This design comes from an exercise in tuning for small area, a short achievable clock period and few clock cycles per item on the open sky130 flow, not from production work. Only simulation tests tie the RTL to the original design; equivalence was not proved.

==> inputs of 11-05 <==
==> flow/design.v <==
`timescale 1ns / 1ps
package pdtc_pkg;
  localparam int COUNT_BITS_DEF = 16;
  localparam int REG_W          = 16;
  localparam int NUM_BP         = 6;
  localparam int TEMP_W = 15;
  localparam int VOLT_W = 13;
  localparam int SEG_W  = 3;
  localparam int QW = 14;
endpackage
`timescale 1ns / 1ps
`timescale 1ns / 1ps
`timescale 1ns / 1ps
`timescale 1ns / 1ps
`timescale 1ns / 1ps
module pwm_duty_temperature_converter_top
#(
  parameter int COUNT_BITS = pdtc_pkg::COUNT_BITS_DEF
) (
  input  logic                     clk,
  input  logic                     rst_n,
  input  logic                     in_valid,
  output logic                     in_stall,
  input  logic                     in_pin_level,
  output logic                     out_valid,
  input  logic                     out_stall,
  output logic signed [pdtc_pkg::TEMP_W-1:0] out_temperature_centi,
  output logic [pdtc_pkg::VOLT_W-1:0]        out_voltage_mv,
  output logic [pdtc_pkg::SEG_W-1:0]         out_segment,
  input  logic                     cfg_valid,
  output logic                     cfg_ready,
  input  logic [2:0]               cfg_index,
  input  logic [pdtc_pkg::REG_W-1:0]         cfg_wdata
);
  logic [15:0] win_r;
  logic [15:0] bp_r [6];
  assign cfg_ready = 1'b1;
  always_ff @(posedge clk) begin
    if (!rst_n) begin
      win_r    <= 16'd40000;
      bp_r[0]  <= 16'd43133;
      bp_r[1]  <= 16'd39705;
      bp_r[2]  <= 16'd35015;
      bp_r[3]  <= 16'd28817;
      bp_r[4]  <= 16'd20964;
      bp_r[5]  <= 16'd11312;
    end else if (cfg_valid) begin
      case (cfg_index)
        3'd0: win_r   <= {cfg_wdata[15:1], cfg_wdata[0] | (cfg_wdata[15:1] == 15'd0)};
        3'd1: bp_r[0] <= cfg_wdata;
        3'd2: bp_r[1] <= cfg_wdata;
        3'd3: bp_r[2] <= cfg_wdata;
        3'd4: bp_r[3] <= cfg_wdata;
        3'd5: bp_r[4] <= cfg_wdata;
        3'd6: bp_r[5] <= cfg_wdata;
        default: ;
      endcase
    end
  end
  logic [15:0] weff;
  assign weff = win_r;
  logic [16:0] sc_r;                
  logic [15:0] hc_r;
  logic        close_r;             
  logic        hq_v;
  logic [15:0] hq_h;
  logic        stall_r;
  logic        take;
  logic        accept, push, hq_v_nxt, close_nxt;
  logic        cur, nxt, w_le1;
  logic [16:0] sc_p1;
  logic [15:0] hc_p1, hc_new;
  assign in_stall = stall_r;
  assign accept   = in_valid && !stall_r;
  assign push     = accept && close_r;
  assign hq_v_nxt = push || (hq_v && !take);
  assign sc_p1  = sc_r + 17'd1;
  assign hc_p1  = hc_r + 16'd1;
  assign hc_new = in_pin_level ? hc_p1 : hc_r;
  assign cur    = sc_r >= {1'b0, win_r};
  assign nxt    = cur || (sc_p1 == {1'b0, win_r});
  assign w_le1  = (win_r[15:1] == 15'd0);
  assign close_nxt = accept ? (close_r ? w_le1 : nxt) : cur;
  always_ff @(posedge clk) begin
    if (!rst_n) begin
      sc_r    <= 17'd1;
      hc_r    <= '0;
      hq_v    <= 1'b0;
      stall_r <= 1'b0;
      close_r <= 1'b0;
    end else begin
      if (accept) begin
        if (close_r) begin
          sc_r <= 17'd1;
          hc_r <= '0;
        end else begin
          sc_r <= sc_p1;
          hc_r <= hc_new;
        end
      end
      hq_v    <= hq_v_nxt;
      close_r <= close_nxt;
      stall_r <= cfg_valid || (hq_v_nxt && close_nxt);
    end
  end
  always_ff @(posedge clk) begin
    if (push) hq_h <= hc_new;
  end
  localparam logic [3:0] S_IDLE = 4'd0, S_D0 = 4'd1, S_D1 = 4'd2, S_M1 = 4'd3,
                         S_M2   = 4'd4, S_M3 = 4'd5, S_DIV = 4'd6, S_FIN = 4'd7;
  logic [3:0]  st_r;
  logic [3:0]  cnt_r;
  logic [2:0]  k_r;
  logic        sn_r;                
  logic        neg_r, dz_r, ovt_r, ovv_r, sud_r;
  logic [30:0] xt_r, xv_r;          
  logic [16:0] ud_r;                
  logic out_free, seg;
  logic fix_r;                      
  assign out_free = !out_valid && !fix_r;
  assign seg      = hq_v && ((st_r == S_IDLE) || (st_r == S_FIN && out_free));
  assign take     = (st_r == S_D1);
  logic [15:0] bx [7];
  logic [2:0]  k_sel;
  logic        ge0;
  always_comb begin
    for (int i = 0; i < 6; i++) bx[i] = bp_r[i];
    bx[6] = 16'd0;
    k_sel = 3'd5;
    for (int i = 4; i >= 0; i--) begin
      if (hq_h >= bx[i+1]) k_sel = 3'(i);
    end
    ge0 = (hq_h >= bx[0]);
  end
  logic [22:0] t5;
  logic [25:0] v5;
  assign t5 = {xt_r[24:4], 2'b00} + {2'b00, xt_r[24:4]};
  assign v5 = {xv_r[26:4], 2'b00} + {3'b000, xv_r[26:4]};
  logic [15:0] mag;
  assign mag = (xt_r[15:0] + ~hq_h + {15'd0, !sn_r}) ^ {16{sn_r}};
  logic [17:0] tt, tv;
  logic        get, gev;
  logic [16:0] ovt_d;
  logic        ovt_ge;
  assign ovt_d  = {1'b0, xt_r[30:15]} + {1'b1, ~ud_r[15:0]} + {16'd0, !sud_r};
  assign ovt_ge = !ovt_d[16];
  always_comb begin
    tt  = {1'b0, xt_r[30:14]} + {2'b11, ~ud_r[15:0]} + {17'd0, !sud_r};
    tv  = {1'b0, xv_r[30:14]} - {2'b0, weff};
    get = !tt[17];
    gev = !tv[17];
  end
  always_ff @(posedge clk) begin
    if (!rst_n) begin
      st_r <= S_IDLE;
    end else begin
      case (st_r)
        S_IDLE: if (seg) st_r <= S_D0;
        S_D0:   st_r <= S_D1;
        S_D1:   st_r <= S_M1;
        S_M1:   st_r <= S_M2;
        S_M2:   st_r <= S_M3;
        S_M3:   st_r <= S_DIV;
        S_DIV:  if (cnt_r == 4'd0) st_r <= S_FIN;
        S_FIN:  if (out_free) st_r <= hq_v ? S_D0 : S_IDLE;
        default: st_r <= S_IDLE;
      endcase
    end
  end
  always_ff @(posedge clk) begin
    if (seg) begin
      k_r   <= k_sel;
      sn_r  <= (k_sel == 3'd0) && ge0;
      xv_r  <= {11'd0, hq_h, 4'd0};
    end
    case (st_r)
      S_D0: begin
        xt_r <= {15'd0, bx[k_r]};
        ud_r <= {1'b0, bx[k_r + 3'd1]};
        xv_r <= {1'b0, v5, 4'd0};
      end
      S_D1: begin
        xt_r <= {11'd0, mag, 4'd0};
        ud_r <= {1'b0, xt_r[15:0]} - ud_r;
        xv_r <= {1'b0, v5, 4'd0};
      end
      S_M1: begin
        xt_r  <= {4'd0, t5, 4'd0};
        ud_r  <= {1'b0, ud_r[15:0] ^ {16{ud_r[16]}}};
        sud_r <= ud_r[16];
        neg_r <= sn_r ^ ud_r[16];
        dz_r  <= (ud_r == 17'd0);
        xv_r  <= {1'b0, v5, 4'd0};
      end
      S_M2: begin
        xt_r <= {4'd0, t5, 4'd0};
        xv_r <= {1'b0, v5, 4'd0};
      end
      S_M3: begin
        xt_r  <= {4'd0, t5, 4'd0};
        cnt_r <= 4'd14;
      end
      S_DIV: begin
        cnt_r <= cnt_r - 4'd1;
        xt_r  <= {(get ? tt[15:0] : xt_r[29:14]), xt_r[13:0], get};
        xv_r  <= {(gev ? tv[15:0] : xv_r[29:14]), xv_r[13:0], gev};
        if (cnt_r == 4'd14) begin
          ovt_r <= ovt_ge;
          ovv_r <= gev;
        end
      end
      S_FIN: begin
        if (out_free) ovt_r <= tsat;
      end
      default: ;
    endcase
  end
  logic [14:0] qt, qv;
  assign qt = xt_r[14:0];
  assign qv = xv_r[14:0];
  logic [15:0] base;
  logic        qbig;
  always_comb begin
    case (k_r)
      3'd0:    begin base = 16'd1000; qbig = neg_r ? (qt > 15'd6000)  : (qt > 15'd22000); end
      3'd1:    begin base = 16'd2000; qbig = neg_r ? (qt > 15'd8000)  : (qt > 15'd20000); end
      3'd2:    begin base = 16'd3000; qbig = neg_r ? (qt > 15'd10000) : (qt > 15'd18000); end
      3'd3:    begin base = 16'd4000; qbig = neg_r ? (qt > 15'd12000) : (qt > 15'd16000); end
      3'd4:    begin base = 16'd5000; qbig = qt > 15'd14000; end
      default: begin base = 16'd6000; qbig = neg_r ? (qt > 15'd16000) : (qt > 15'd12000); end
    endcase
  end
  logic [15:0] tw, tsum;
  logic        tsat;
  logic [12:0] vfin;
  always_comb begin
    if (neg_r) tsum = base + ~{2'b00, qt[14:1]} + {15'd0, !qt[0]};
    else       tsum = base + {2'b00, qt[14:1]} + {15'd0, qt[0]};
    tw   = dz_r ? base : tsum;
    tsat = !dz_r && (ovt_r || qbig);
    vfin = (ovv_r || (qv >= 15'd10000)) ? 13'd5000 : 13'((qv + 15'd1) >> 1);
  end
  logic               ov_r;
  logic signed [14:0] ot_r;
  logic [12:0]        ovm_r;
  logic [2:0]         os_r;
  logic               fin;
  assign fin                   = (st_r == S_FIN) && out_free;
  assign out_valid             = ov_r;
  assign out_temperature_centi = ot_r;
  assign out_voltage_mv        = ovm_r;
  assign out_segment           = os_r;
  always_ff @(posedge clk) begin
    if (!rst_n) begin
      ov_r  <= 1'b0;
      fix_r <= 1'b0;
    end else begin
      fix_r <= fin;
      ov_r  <= fix_r || (ov_r && out_stall);
    end
  end
  always_ff @(posedge clk) begin
    if (fin) begin
      ot_r  <= tw[14:0];
      ovm_r <= vfin;
      os_r  <= k_r;
    end else if (fix_r && ovt_r) begin
      ot_r  <= neg_r ? -15'sd2000 : 15'sd12000;
    end
  end
endmodule
==> flow/run.sh <==
#!/bin/bash
# synth_recipe.tcl (not shown) runs the flow's synth.tcl, then flattens the netlist and writes it again
# the make line also repeats each setting of config.mk as NAME=value (left out here)
make -C /OpenROAD-flow-scripts/flow DESIGN_CONFIG=/design/flow/config.mk WORK_HOME=/design/flow/orfs CLKGATE_MAP_FILE= SYNTH_SCRIPT=/design/flow/synth_recipe.tcl finish
==> flow/config.mk <==
export PLATFORM = sky130hd
export DESIGN_NAME = pwm_duty_temperature_converter_top
export DESIGN_NICKNAME = pwm_duty_temperature_converter_top
export VERILOG_FILES = /design/flow/design.v
export SDC_FILE = /design/flow/constraint.sdc
export NUM_CORES = 4
export LEC_CHECK = 0
export CAP_MARGIN = 20
export CORE_MARGIN = 2
export CORE_UTILIZATION = 40
export SETUP_SLACK_MARGIN = 5
export SLEW_MARGIN = 20
==> flow/constraint.sdc <==
create_clock -name core_clock -period 8.0 [get_ports {clk}]
set_input_delay 1.6000 -clock core_clock [delete_from_list [all_inputs] [get_ports {clk}]]
set_output_delay 1.6000 -clock core_clock [all_outputs]
set_load 0.01 [all_outputs]
==> 01-10 (differences from 11-05) <==
--- a/flow/design.v
+++ b/flow/design.v
@@ -61,4 +61,3 @@
   assign weff = win_r;
-  logic [16:0] sc_r;                
-  logic [15:0] hc_r;
+  logic [15:0] sc_r, hc_r;
   logic        close_r;             
@@ -70,4 +69,3 @@
   logic        cur, nxt, w_le1;
-  logic [16:0] sc_p1;
-  logic [15:0] hc_p1, hc_new;
+  logic [15:0] sc_p1, hc_p1, hc_new;
   assign in_stall = stall_r;
@@ -76,7 +74,7 @@
   assign hq_v_nxt = push || (hq_v && !take);
-  assign sc_p1  = sc_r + 17'd1;
+  assign sc_p1  = sc_r + 16'd1;
   assign hc_p1  = hc_r + 16'd1;
   assign hc_new = in_pin_level ? hc_p1 : hc_r;
-  assign cur    = sc_r >= {1'b0, win_r};
-  assign nxt    = cur || (sc_p1 == {1'b0, win_r});
+  assign cur    = ({1'b0, sc_r} + 17'd1) >= {1'b0, win_r};
+  assign nxt    = ({1'b0, sc_r} + 17'd2) >= {1'b0, win_r};
   assign w_le1  = (win_r[15:1] == 15'd0);
@@ -85,3 +83,3 @@
     if (!rst_n) begin
-      sc_r    <= 17'd1;
+      sc_r    <= '0;
       hc_r    <= '0;
@@ -93,3 +91,3 @@
         if (close_r) begin
-          sc_r <= 17'd1;
+          sc_r <= '0;
           hc_r <= '0;
@@ -109,3 +107,4 @@
   localparam logic [3:0] S_IDLE = 4'd0, S_D0 = 4'd1, S_D1 = 4'd2, S_M1 = 4'd3,
-                         S_M2   = 4'd4, S_M3 = 4'd5, S_DIV = 4'd6, S_FIN = 4'd7;
+                         S_M2   = 4'd4, S_M3 = 4'd5, S_DIV = 4'd6, S_FIN = 4'd7,
+                         S_DONE = 4'd8;
   logic [3:0]  st_r;
@@ -114,3 +113,3 @@
   logic        sn_r;                
-  logic        neg_r, dz_r, ovt_r, ovv_r, sud_r;
+  logic        neg_r, dz_r, ovt_r, ovv_r;
   logic [30:0] xt_r, xv_r;          
@@ -118,5 +117,4 @@
   logic out_free, seg;
-  logic fix_r;                      
-  assign out_free = !out_valid && !fix_r;
-  assign seg      = hq_v && ((st_r == S_IDLE) || (st_r == S_FIN && out_free));
+  assign out_free = !out_valid;
+  assign seg      = hq_v && ((st_r == S_IDLE) || (st_r == S_DONE && out_free));
   assign take     = (st_r == S_D1);
@@ -136,4 +134,4 @@
   logic [25:0] v5;
-  assign t5 = {xt_r[24:4], 2'b00} + {2'b00, xt_r[24:4]};
-  assign v5 = {xv_r[26:4], 2'b00} + {3'b000, xv_r[26:4]};
+  assign t5 = {xt_r[20:0], 2'b00} + {2'b00, xt_r[20:0]};
+  assign v5 = {xv_r[23:0], 2'b00} + {2'b00, xv_r[23:0]};
   logic [15:0] mag;
@@ -142,8 +140,4 @@
   logic        get, gev;
-  logic [16:0] ovt_d;
-  logic        ovt_ge;
-  assign ovt_d  = {1'b0, xt_r[30:15]} + {1'b1, ~ud_r[15:0]} + {16'd0, !sud_r};
-  assign ovt_ge = !ovt_d[16];
-  always_comb begin
-    tt  = {1'b0, xt_r[30:14]} + {2'b11, ~ud_r[15:0]} + {17'd0, !sud_r};
+  always_comb begin
+    tt  = {1'b0, xt_r[30:14]} - {2'b0, ud_r[15:0]};
     tv  = {1'b0, xv_r[30:14]} - {2'b0, weff};
@@ -164,3 +158,4 @@
         S_DIV:  if (cnt_r == 4'd0) st_r <= S_FIN;
-        S_FIN:  if (out_free) st_r <= hq_v ? S_D0 : S_IDLE;
+        S_FIN:  st_r <= S_DONE;
+        S_DONE: if (out_free) st_r <= hq_v ? S_D0 : S_IDLE;
         default: st_r <= S_IDLE;
@@ -173,3 +168,4 @@
       sn_r  <= (k_sel == 3'd0) && ge0;
-      xv_r  <= {11'd0, hq_h, 4'd0};
+      ovv_r <= (hq_h >= weff);
+      xv_r  <= {12'd0, hq_h, 2'b00} + {15'd0, hq_h};
     end
@@ -179,13 +175,12 @@
         ud_r <= {1'b0, bx[k_r + 3'd1]};
-        xv_r <= {1'b0, v5, 4'd0};
+        xv_r <= {5'd0, v5};
       end
       S_D1: begin
-        xt_r <= {11'd0, mag, 4'd0};
+        xt_r <= {15'd0, mag};
         ud_r <= {1'b0, xt_r[15:0]} - ud_r;
-        xv_r <= {1'b0, v5, 4'd0};
+        xv_r <= {5'd0, v5};
       end
       S_M1: begin
-        xt_r  <= {4'd0, t5, 4'd0};
-        ud_r  <= {1'b0, ud_r[15:0] ^ {16{ud_r[16]}}};
-        sud_r <= ud_r[16];
+        xt_r  <= {8'd0, t5};
+        ud_r  <= (ud_r ^ {17{ud_r[16]}}) + {16'd0, ud_r[16]};
         neg_r <= sn_r ^ ud_r[16];
@@ -195,4 +190,3 @@
       S_M2: begin
-        xt_r <= {4'd0, t5, 4'd0};
-        xv_r <= {1'b0, v5, 4'd0};
+        xt_r <= {8'd0, t5};
       end
@@ -206,9 +200,8 @@
         xv_r  <= {(gev ? tv[15:0] : xv_r[29:14]), xv_r[13:0], gev};
-        if (cnt_r == 4'd14) begin
-          ovt_r <= ovt_ge;
-          ovv_r <= gev;
-        end
+        if (cnt_r == 4'd14) ovt_r <= (xt_r[30:15] >= ud_r[15:0]);
       end
       S_FIN: begin
-        if (out_free) ovt_r <= tsat;
+        xt_r[15:0] <= tw;
+        ovt_r      <= tsat;
+        xv_r[12:0] <= vfin;
       end
@@ -220,12 +213,11 @@
   assign qv = xv_r[14:0];
-  logic [15:0] base;
-  logic        qbig;
+  logic [15:0] base, lim;
   always_comb begin
     case (k_r)
-      3'd0:    begin base = 16'd1000; qbig = neg_r ? (qt > 15'd6000)  : (qt > 15'd22000); end
-      3'd1:    begin base = 16'd2000; qbig = neg_r ? (qt > 15'd8000)  : (qt > 15'd20000); end
-      3'd2:    begin base = 16'd3000; qbig = neg_r ? (qt > 15'd10000) : (qt > 15'd18000); end
-      3'd3:    begin base = 16'd4000; qbig = neg_r ? (qt > 15'd12000) : (qt > 15'd16000); end
-      3'd4:    begin base = 16'd5000; qbig = qt > 15'd14000; end
-      default: begin base = 16'd6000; qbig = neg_r ? (qt > 15'd16000) : (qt > 15'd12000); end
+      3'd0:    begin base = 16'd1000; lim = neg_r ? 16'd6000  : 16'd22000; end
+      3'd1:    begin base = 16'd2000; lim = neg_r ? 16'd8000  : 16'd20000; end
+      3'd2:    begin base = 16'd3000; lim = neg_r ? 16'd10000 : 16'd18000; end
+      3'd3:    begin base = 16'd4000; lim = neg_r ? 16'd12000 : 16'd16000; end
+      3'd4:    begin base = 16'd5000; lim = neg_r ? 16'd14000 : 16'd14000; end
+      default: begin base = 16'd6000; lim = neg_r ? 16'd16000 : 16'd12000; end
     endcase
@@ -234,2 +226,3 @@
   logic        tsat;
+  logic [14:0] tfin;
   logic [12:0] vfin;
@@ -239,4 +232,5 @@
     tw   = dz_r ? base : tsum;
-    tsat = !dz_r && (ovt_r || qbig);
-    vfin = (ovv_r || (qv >= 15'd10000)) ? 13'd5000 : 13'((qv + 15'd1) >> 1);
+    tsat = !dz_r && (ovt_r || ({1'b0, qt} > lim));
+    vfin = ovv_r ? 13'd5000 : 13'((qv + 15'd1) >> 1);
+    tfin = ovt_r ? (neg_r ? -15'sd2000 : 15'sd12000) : xt_r[14:0];
   end
@@ -247,3 +241,3 @@
   logic               fin;
-  assign fin                   = (st_r == S_FIN) && out_free;
+  assign fin                   = (st_r == S_DONE) && out_free;
   assign out_valid             = ov_r;
@@ -254,7 +248,7 @@
     if (!rst_n) begin
-      ov_r  <= 1'b0;
-      fix_r <= 1'b0;
-    end else begin
-      fix_r <= fin;
-      ov_r  <= fix_r || (ov_r && out_stall);
+      ov_r <= 1'b0;
+    end else if (fin) begin
+      ov_r <= 1'b1;
+    end else if (!out_stall) begin
+      ov_r <= 1'b0;
     end
@@ -263,7 +257,5 @@
     if (fin) begin
-      ot_r  <= tw[14:0];
-      ovm_r <= vfin;
+      ot_r  <= tfin;
+      ovm_r <= xv_r[12:0];
       os_r  <= k_r;
-    end else if (fix_r && ovt_r) begin
-      ot_r  <= neg_r ? -15'sd2000 : 15'sd12000;
     end
==> 06-02 (differences from 11-05) <==
--- a/flow/design.v
+++ b/flow/design.v
@@ -102,3 +102,3 @@
       close_r <= close_nxt;
-      stall_r <= cfg_valid || (hq_v_nxt && close_nxt);
+      stall_r <= (cfg_valid && (cfg_index == 3'd0)) || (hq_v_nxt && close_nxt);
     end
@@ -108,3 +108,3 @@
   end
-  localparam logic [3:0] S_IDLE = 4'd0, S_D0 = 4'd1, S_D1 = 4'd2, S_M1 = 4'd3,
+  localparam logic [3:0] S_IDLE = 4'd0, S_D1 = 4'd2, S_M1 = 4'd3,
                          S_M2   = 4'd4, S_M3 = 4'd5, S_DIV = 4'd6, S_FIN = 4'd7;
@@ -118,9 +118,13 @@
   logic out_free, seg;
+  logic kp_v, sn_p;                 
+  logic [2:0] k_p;
   logic fix_r;                      
   assign out_free = !out_valid && !fix_r;
-  assign seg      = hq_v && ((st_r == S_IDLE) || (st_r == S_FIN && out_free));
+  assign seg      = hq_v && kp_v && ((st_r == S_IDLE) || (st_r == S_FIN && out_free));
   assign take     = (st_r == S_D1);
   logic [15:0] bx [7];
-  logic [2:0]  k_sel;
-  logic        ge0;
+  logic [6:0]  s_oh;                
+  logic [5:0]  g_r;                 
+  logic [15:0] bsel, bsel1;
+  logic [2:0]  k_oh;
   always_comb begin
@@ -128,7 +132,14 @@
     bx[6] = 16'd0;
-    k_sel = 3'd5;
+    bsel  = '0;
+    bsel1 = '0;
+    for (int i = 0; i < 6; i++) begin
+      bsel  = bsel  | (bx[i]   & {16{s_oh[i]}});
+      bsel1 = bsel1 | (bx[i+1] & {16{s_oh[i]}});
+    end
+    k_oh  = {s_oh[4] | s_oh[5], s_oh[2] | s_oh[3], s_oh[1] | s_oh[3] | s_oh[5]};
+    k_p   = 3'd5;
     for (int i = 4; i >= 0; i--) begin
-      if (hq_h >= bx[i+1]) k_sel = 3'(i);
-    end
-    ge0 = (hq_h >= bx[0]);
+      if (g_r[i+1]) k_p = 3'(i);
+    end
+    sn_p  = (k_p == 3'd0) && g_r[0];
   end
@@ -157,4 +168,3 @@
       case (st_r)
-        S_IDLE: if (seg) st_r <= S_D0;
-        S_D0:   st_r <= S_D1;
+        S_IDLE: if (seg) st_r <= S_D1;
         S_D1:   st_r <= S_M1;
@@ -164,3 +174,3 @@
         S_DIV:  if (cnt_r == 4'd0) st_r <= S_FIN;
-        S_FIN:  if (out_free) st_r <= hq_v ? S_D0 : S_IDLE;
+        S_FIN:  if (out_free) st_r <= seg ? S_D1 : S_IDLE;
         default: st_r <= S_IDLE;
@@ -170,13 +180,29 @@
   always_ff @(posedge clk) begin
+    if (!rst_n) begin
+      kp_v  <= 1'b0;
+      s_oh  <= 7'd1;
+    end else if (!hq_v || take) begin
+      kp_v  <= 1'b0;
+      s_oh  <= 7'd1;
+    end else if (!kp_v) begin
+      if (s_oh[6]) begin
+        s_oh  <= 7'(7'd1 << k_p);
+        kp_v  <= 1'b1;
+      end else begin
+        s_oh  <= {s_oh[5:0], 1'b0};
+      end
+    end
+  end
+  always_ff @(posedge clk) begin
+    if (hq_v && !kp_v && !s_oh[6]) g_r <= {(hq_h >= bsel), g_r[5:1]};
+  end
+  always_ff @(posedge clk) begin
     if (seg) begin
-      k_r   <= k_sel;
-      sn_r  <= (k_sel == 3'd0) && ge0;
+      k_r   <= k_oh;
+      sn_r  <= sn_p;
       xv_r  <= {11'd0, hq_h, 4'd0};
+      xt_r  <= {15'd0, bsel};
+      ud_r  <= {1'b0, bsel1};
     end
     case (st_r)
-      S_D0: begin
-        xt_r <= {15'd0, bx[k_r]};
-        ud_r <= {1'b0, bx[k_r + 3'd1]};
-        xv_r <= {1'b0, v5, 4'd0};
-      end
       S_D1: begin
@@ -200,2 +226,3 @@
         xt_r  <= {4'd0, t5, 4'd0};
+        xv_r  <= {1'b0, v5, 4'd0};
         cnt_r <= 4'd14;
@@ -221,11 +248,10 @@
   logic [15:0] base;
-  logic        qbig;
   always_comb begin
     case (k_r)
-      3'd0:    begin base = 16'd1000; qbig = neg_r ? (qt > 15'd6000)  : (qt > 15'd22000); end
-      3'd1:    begin base = 16'd2000; qbig = neg_r ? (qt > 15'd8000)  : (qt > 15'd20000); end
-      3'd2:    begin base = 16'd3000; qbig = neg_r ? (qt > 15'd10000) : (qt > 15'd18000); end
-      3'd3:    begin base = 16'd4000; qbig = neg_r ? (qt > 15'd12000) : (qt > 15'd16000); end
-      3'd4:    begin base = 16'd5000; qbig = qt > 15'd14000; end
-      default: begin base = 16'd6000; qbig = neg_r ? (qt > 15'd16000) : (qt > 15'd12000); end
+      3'd0:    base = 16'd1000;
+      3'd1:    base = 16'd2000;
+      3'd2:    base = 16'd3000;
+      3'd3:    base = 16'd4000;
+      3'd4:    base = 16'd5000;
+      default: base = 16'd6000;
     endcase
@@ -239,3 +265,3 @@
     tw   = dz_r ? base : tsum;
-    tsat = !dz_r && (ovt_r || qbig);
+    tsat = !dz_r && ovt_r;
     vfin = (ovv_r || (qv >= 15'd10000)) ? 13'd5000 : 13'((qv + 15'd1) >> 1);
@@ -244,2 +270,3 @@
   logic signed [14:0] ot_r;
+  logic               ot15_r;       
   logic [12:0]        ovm_r;
@@ -250,2 +277,5 @@
   assign out_temperature_centi = ot_r;
+  logic thigh, tlow;
+  assign thigh = !ot15_r && (ot_r > 15'd12000);
+  assign tlow  = ot15_r && (ot_r < 15'd30768);      
   assign out_voltage_mv        = ovm_r;
@@ -264,5 +294,6 @@
       ot_r  <= tw[14:0];
+      ot15_r <= tw[15];
       ovm_r <= vfin;
       os_r  <= k_r;
-    end else if (fix_r && ovt_r) begin
+    end else if (fix_r && (ovt_r || (neg_r ? tlow : thigh))) begin
       ot_r  <= neg_r ? -15'sd2000 : 15'sd12000;
Settings changed: CORE_UTILIZATION 40 to 65.
==> comparison <==
The lowest die area belongs to 06-02, the highest to 01-10. Synthesized area: 01-10 > 11-05 > 06-02. In 06-02 the cell count is smaller than in 11-05, by 17%. Clock skew: 11-05 > 06-02 > 01-10.
Testbench counts of 11-05, summed over its fixed seeds: cycles 36,607, windows 1,024.
Testbench counts of 01-10, summed over its fixed seeds: cycles 37,087, windows 1,024.
Testbench counts of 06-02, summed over its fixed seeds: cycles 36,462, windows 1,024.

==> afterwards: timing with drivers on the ports <==
The flow's constraints put no driver on any port. The routed layouts listed below were extracted and timed again, unchanged, in two steps. Step 1, drivers: a clkbuf_16 drives clk and a buf_2 each remaining input, both assumed. Step 2 also shifts input and output timing later by t, the mid clock arrival at the registers, as if the neighbouring blocks saw the same clock. Three values: ideal, step 1, step 2; two values: the first two.
| run | shift t [ns] | setup WS [ns] | worst data-port slew with drivers (ns) | cell pins on the clock port's net |
|---|---|---|---|---|
| 11-05 | 0.637 | 4.780 / 4.780 / 4.397 | 0.06 | 1 |
| 01-10 | 0.627 | 4.592 / 4.592 / 4.509 | 0.04 | 1 |
| 06-02 | 0.586 | 4.842 / 4.868 / 4.291 | 0.04 | 1 |
After both steps every run listed still meets setup and hold. The setup slack of 06-02, which loses most, moves by +0.026 ns with the drivers and by -0.551 ns with both steps.
